What follows belongs to an exercise in optimizing a design on an open flow for small area, a short achievable clock period and few clock cycles per item; a production flow would make more cautious choices. In this exercise RTL edits were held to simulation tests only and were not proved equivalent to the original.

==> flow/design.v <==
`timescale 1ns/100ps
module compare_matrix
(
    input  logic [16*8-1:0]          keys,
    output logic [16*(16-1)/2-1:0]    lt
);
    function automatic logic key_lt(input logic [8-1:0] a,
                                    input logic [8-1:0] b);
        logic [7:0] l1, g1;
        logic [3:0] l2, g2;
        logic [1:0] l3, g3;
        for (int k = 0; k < 8; k++)
        begin
            l1[k] = ~a[k] & b[k];
            g1[k] = a[k] & ~b[k];
        end
        for (int k = 0; k < 4; k++)
        begin
            l2[k] = l1[2*k+1] | (~g1[2*k+1] & l1[2*k]);
            g2[k] = g1[2*k+1] | (~l1[2*k+1] & g1[2*k]);
        end
        for (int k = 0; k < 2; k++)
        begin
            l3[k] = l2[2*k+1] | (~g2[2*k+1] & l2[2*k]);
            g3[k] = g2[2*k+1] | (~l2[2*k+1] & g2[2*k]);
        end
        key_lt = l3[1] | (~g3[1] & l3[0]);
    endfunction
    for (genvar i = 1; i < 16; i++)
    begin : g_row
        for (genvar j = 0; j < i; j++)
        begin : g_col
            assign lt[i*(i-1)/2 + j] = key_lt(keys[i*8 +: 8],
                                              keys[j*8 +: 8]);
        end
    end
endmodule
`timescale 1ns/100ps
module rank_level1
(
    input  logic [16*(16-1)/2-1:0]    lt,
    output logic [16*5-1:0]                    ones,
    output logic [16*5-1:0]                    twos
);
    function automatic logic [1:0] rank_fa(input logic a, input logic b, input logic c);
        rank_fa = {(a & b) | (a & c) | (b & c), a ^ b ^ c};
    endfunction
    for (genvar i = 0; i < 16; i++)
    begin : g_lane
        logic [14:0] prior;
        for (genvar j = 0; j < 16; j++)
        begin : g_other
            if (j < i)
            begin : g_lower
                assign prior[j] = ~lt[i*(i-1)/2 + j];
            end
            else if (j > i)
            begin : g_upper
                assign prior[j-1] = lt[j*(j-1)/2 + i];
            end
        end
        for (genvar n = 0; n < 5; n++)
        begin : g_fa
            assign {twos[i*5 + n], ones[i*5 + n]} = rank_fa(prior[3*n], prior[3*n+1], prior[3*n+2]);
        end
    end
endmodule
module rank_level23
(
    input  logic [16*5-1:0]                    ones,
    input  logic [16*5-1:0]                    twos,
    output logic [16-1:0]                      bit0,
    output logic [16*3-1:0]                    twos_left,
    output logic [16*2-1:0]                    fours
);
    function automatic logic [1:0] rank_fa(input logic a, input logic b, input logic c);
        rank_fa = {(a & b) | (a & c) | (b & c), a ^ b ^ c};
    endfunction
    for (genvar i = 0; i < 16; i++)
    begin : g_lane
        logic [4:0] o, t;
        logic [1:0] f5, f6, f7, f8;
        assign o = ones[i*5 +: 5];
        assign t = twos[i*5 +: 5];
        assign f5 = rank_fa(o[0], o[1], o[2]);
        assign f7 = rank_fa(t[0], t[1], t[2]);
        assign f6 = rank_fa(f5[0], o[3], o[4]);
        assign f8 = rank_fa(t[3], t[4], f5[1]);
        assign bit0[i]            = f6[0];
        assign twos_left[i*3 +: 3] = {f6[1], f8[0], f7[0]};
        assign fours[i*2 +: 2]     = {f8[1], f7[1]};
    end
endmodule
module rank_digits
(
    input  logic [16-1:0]                      bit0,
    input  logic [16*3-1:0]                    twos_left,
    input  logic [16*2-1:0]                    fours,
    output logic [16*4-1:0]                    lo_hot,
    output logic [16*4-1:0]                    hi_hot
);
    function automatic logic [1:0] rank_fa(input logic a, input logic b, input logic c);
        rank_fa = {(a & b) | (a & c) | (b & c), a ^ b ^ c};
    endfunction
    for (genvar i = 0; i < 16; i++)
    begin : g_lane
        logic [1:0] f9;
        logic [1:0] lo;
        logic [2:0] f;
        assign f9 = rank_fa(twos_left[i*3], twos_left[i*3+1], twos_left[i*3+2]);
        assign lo = {f9[0], bit0[i]};
        assign f  = {f9[1], fours[i*2 +: 2]};
        for (genvar v = 0; v < 4; v++)
        begin : g_val
            assign lo_hot[i*4 + v] = (lo == v);
        end
        assign hi_hot[i*4 + 0] = ~(f[0] | f[1] | f[2]);
        assign hi_hot[i*4 + 1] = (f[0] ^ f[1] ^ f[2]) & ~(f[0] & f[1] & f[2]);
        assign hi_hot[i*4 + 2] = ((f[0] & f[1]) | (f[0] & f[2]) | (f[1] & f[2])) & ~(f[0] & f[1] & f[2]);
        assign hi_hot[i*4 + 3] = f[0] & f[1] & f[2];
    end
endmodule
`timescale 1ns/100ps
module rank_scatter
(
    input  logic [16*8-1:0]      keys,
    input  logic [16*4-1:0]                lo_hot,
    input  logic [16*4-1:0]                hi_hot,
    output logic [16*8-1:0]      slot_keys,
    output logic [16*4-1:0]      slot_index
);
    for (genvar s = 0; s < 16; s++)
    begin : g_slot
        logic [16-1:0] claim;
        logic [8-1:0] key_sel;
        logic [4-1:0] idx_sel;
        for (genvar l = 0; l < 16; l++)
        begin : g_lane
            assign claim[l] = hi_hot[l*4 + s/4] & lo_hot[l*4 + s%4];
        end
        always_comb
        begin
            key_sel = '0;
            idx_sel = '0;
            for (int l = 0; l < 16; l++)
            begin
                key_sel = key_sel | ({8{claim[l]}} & keys[l*8 +: 8]);
                idx_sel = idx_sel | ({4{claim[l]}} & l[4-1:0]);
            end
        end
        assign slot_keys[s*8 +: 8]  = key_sel;
        assign slot_index[s*4 +: 4] = idx_sel;
    end
endmodule
`timescale 1ns/100ps
module parallel_sort
(
    input  logic                                    clk,
    input  logic                                    rst,
    input  logic                                    in_valid,
    input  logic [16*8-1:0]      in_keys,
    output logic                                    out_valid,
    output logic [16*8-1:0]      out_keys,
    output logic [16*4-1:0]      out_index
);
    localparam int PAIRS = 16*(16-1)/2;
    logic [PAIRS-1:0]                   lt_next;
    logic                               s1_valid;
    logic [16*8-1:0] s1_keys;
    logic [PAIRS-1:0]                   s1_lt;
    logic [16*5-1:0]           ones;
    logic [16*5-1:0]           twos;
    logic [16-1:0]             bit0_next;
    logic [16*3-1:0]           twos_left_next;
    logic [16*2-1:0]           fours_next;
    logic                               s2_valid;
    logic [16*8-1:0] s2_keys;
    logic [16-1:0]             s2_bit0;
    logic [16*3-1:0]           s2_twos_left;
    logic [16*2-1:0]           s2_fours;
    logic [16*4-1:0]           lo_hot_next;
    logic [16*4-1:0]           hi_hot_next;
    logic                               s3_valid;
    logic [16*8-1:0] s3_keys;
    logic [16*4-1:0]           s3_lo_hot;
    logic [16*4-1:0]           s3_hi_hot;
    logic [16*8-1:0] slot_keys;
    logic [16*4-1:0] slot_index;
    compare_matrix compare_matrix_inst (
        .keys (in_keys),
        .lt   (lt_next)
    );
    rank_level1 rank_level1_inst (
        .lt   (s1_lt),
        .ones (ones),
        .twos (twos)
    );
    rank_level23 rank_level23_inst (
        .ones      (ones),
        .twos      (twos),
        .bit0      (bit0_next),
        .twos_left (twos_left_next),
        .fours     (fours_next)
    );
    rank_digits rank_digits_inst (
        .bit0      (s2_bit0),
        .twos_left (s2_twos_left),
        .fours     (s2_fours),
        .lo_hot    (lo_hot_next),
        .hi_hot    (hi_hot_next)
    );
    rank_scatter rank_scatter_inst (
        .keys       (s3_keys),
        .lo_hot     (s3_lo_hot),
        .hi_hot     (s3_hi_hot),
        .slot_keys  (slot_keys),
        .slot_index (slot_index)
    );
    always_ff @(posedge clk)
    begin
        if (rst)
        begin
            s1_valid  <= 1'b0;
            s2_valid  <= 1'b0;
            s3_valid  <= 1'b0;
            out_valid <= 1'b0;
        end
        else
        begin
            s1_valid  <= in_valid;
            s2_valid  <= s1_valid;
            s3_valid  <= s2_valid;
            out_valid <= s3_valid;
        end
    end
    always_ff @(posedge clk)
    begin
        s1_keys      <= in_keys;
        s1_lt        <= lt_next;
        s2_keys      <= s1_keys;
        s2_bit0      <= bit0_next;
        s2_twos_left <= twos_left_next;
        s2_fours     <= fours_next;
        s3_keys      <= s2_keys;
        s3_lo_hot    <= lo_hot_next;
        s3_hi_hot    <= hi_hot_next;
        out_keys     <= slot_keys;
        out_index    <= slot_index;
    end
endmodule
==> flow/config.mk <==
export PLATFORM = sky130hd
export DESIGN_NAME = parallel_sort
export DESIGN_NICKNAME = parallel_sort
export VERILOG_FILES = /design/flow/design.v
export SDC_FILE = /design/flow/constraint.sdc
export NUM_CORES = 4
export LEC_CHECK = 0
export CAP_MARGIN = 20
export CORE_MARGIN = 2
export CORE_UTILIZATION = 30
export CTS_CLUSTER_DIAMETER = 90
export CTS_CLUSTER_SIZE = 25
export PLACE_DENSITY = 0.45
export SETUP_SLACK_MARGIN = 2.6
export SLEW_MARGIN = 20
==> flow/constraint.sdc <==
create_clock -name core_clock -period 5.0 [get_ports {clk}]
set_input_delay 1.0000 -clock core_clock [delete_from_list [all_inputs] [get_ports {clk}]]
set_output_delay 1.0000 -clock core_clock [all_outputs]
set_load 0.01 [all_outputs]
standard.sh (not shown) runs the stock make flow with config.mk's settings and CLKGATE_MAP_FILE= SYNTH_SCRIPT=/design/flow/synth_recipe.tcl, a recipe that flattens the netlist after the stock synthesis.
==> flow/flow/run.sh <==
#!/bin/bash
# The standard layout (standard.sh: the standard flow's synthesis, floorplan, placement,
# CTS, routing and finish), with two changes:
#  - the port buffers that placement inserts on every input and output are
#    plain buffers (buf_2) rather than the delay-buffer cell buffer_ports
#    picks by default, so the resizer can size them for speed;
#  - before the placement resizer, flip-flops with a large fanout are given a
#    stronger drive of the same cell (flow/upsize_flops.tcl).
# The make output goes to flow.log in this folder; ORFS writes each step's
# own log under orfs/logs/.
set -euo pipefail
export BUFFER_PORTS_ARGS="-buffer_cell sky130_fd_sc_hd__buf_2"
export PRE_RESIZE_TCL="$PWD/flow/upsize_flops.tcl"
bash standard.sh finish > flow.log 2>&1
==> flow/flow/upsize_flops.tcl <==
# Before the placement resizer runs: flip-flops whose output drives many
# pins get a stronger drive (same cell type, larger size), since the
# resizer leaves register sizes alone. Fanout 4 and up: _4; 2 to 3: _2.
set n2 0
set n4 0
foreach inst [get_cells -quiet -filter "ref_name == sky130_fd_sc_hd__dfxtp_1"] {
  set q [get_pins -quiet -of_objects $inst -filter "direction == output"]
  if {[llength $q] == 0} { continue }
  set net [get_nets -quiet -of_objects $q]
  if {[llength $net] == 0} { continue }
  set fo [llength [get_pins -quiet -of_objects $net -filter "direction == input"]]
  if {$fo >= 4} {
    replace_cell $inst sky130_fd_sc_hd__dfxtp_4
    incr n4
  } elseif {$fo >= 2} {
    replace_cell $inst sky130_fd_sc_hd__dfxtp_2
    incr n2
  }
}
puts "upsize_flops: $n4 to dfxtp_4, $n2 to dfxtp_2"
Testbench counts at the start, summed over its fixed seeds: cycles 8,032, sets 8,000.
Next try:
--- a/flow/design.v
+++ b/flow/design.v
@@ -161,12 +161,14 @@
     input  logic [16*8-1:0]      in_keys,
     output logic                                    out_valid,
     output logic [16*8-1:0]      out_keys,
     output logic [16*4-1:0]      out_index
 );
     localparam int PAIRS = 16*(16-1)/2;
+    logic                               s0_valid;
+    logic [16*8-1:0] s0_keys;
     logic [PAIRS-1:0]                   lt_next;
     logic                               s1_valid;
     logic [16*8-1:0] s1_keys;
     logic [PAIRS-1:0]                   s1_lt;
     logic [16*5-1:0]           ones;
     logic [16*5-1:0]           twos;
@@ -184,13 +186,13 @@
     logic [16*8-1:0] s3_keys;
     logic [16*4-1:0]           s3_lo_hot;
     logic [16*4-1:0]           s3_hi_hot;
     logic [16*8-1:0] slot_keys;
     logic [16*4-1:0] slot_index;
     compare_matrix compare_matrix_inst (
-        .keys (in_keys),
+        .keys (s0_keys),
         .lt   (lt_next)
     );
     rank_level1 rank_level1_inst (
         .lt   (s1_lt),
         .ones (ones),
         .twos (twos)
@@ -217,28 +219,31 @@
         .slot_index (slot_index)
     );
     always_ff @(posedge clk)
     begin
         if (rst)
         begin
+            s0_valid  <= 1'b0;
             s1_valid  <= 1'b0;
             s2_valid  <= 1'b0;
             s3_valid  <= 1'b0;
             out_valid <= 1'b0;
         end
         else
         begin
-            s1_valid  <= in_valid;
+            s0_valid  <= in_valid;
+            s1_valid  <= s0_valid;
             s2_valid  <= s1_valid;
             s3_valid  <= s2_valid;
             out_valid <= s3_valid;
         end
     end
     always_ff @(posedge clk)
     begin
-        s1_keys      <= in_keys;
+        s0_keys      <= in_keys;
+        s1_keys      <= s0_keys;
         s1_lt        <= lt_next;
         s2_keys      <= s1_keys;
         s2_bit0      <= bit0_next;
         s2_twos_left <= twos_left_next;
         s2_fours     <= fours_next;
         s3_keys      <= s2_keys;
=> Synthesized cell count grows by 2.9%. Critical path depth shrinks by 3. Design area grows by 6.3%. Sequential share of layout area grows by 2.6 points. Area after synthesis grows by 5.4%.
Testbench counts after the change, summed over its fixed seeds: cycles 8,040, sets 8,000.

static timing again, ports no longer ideal:
In the flow no input, the clock included, has a driving cell. The finished layouts below were timed again as built, in two steps. Step 1: set_driving_cell puts a clkbuf_16 on clk and a buf_2 on each other input, an assumption about the parent block. Step 2 times the ports against the registers' clock, not the clock port: input delays grow and output delays shrink by t, the midpoint of the rising clock arrivals with the driver on. a / b / c = ideal ports / drivers / drivers and shift; a / b = the first two.
run | t, ns | slack for setup (ns) | worst setup path after step 2 | clock arrival spread, ns | pins driven straight from the clock port
the first run | 0.823 | 2.487 / 2.550 / 1.733 | input to register | 0.064 / 0.065 | 1
the second run | 0.837 | 2.490 / 2.490 / 2.490 | register to register | 0.058 / 0.058 | 1
After both steps setup and hold are still met in every run listed. For the first run, which loses most, drivers alone change the setup slack by +0.063 ns; drivers and shift together by -0.754 ns.
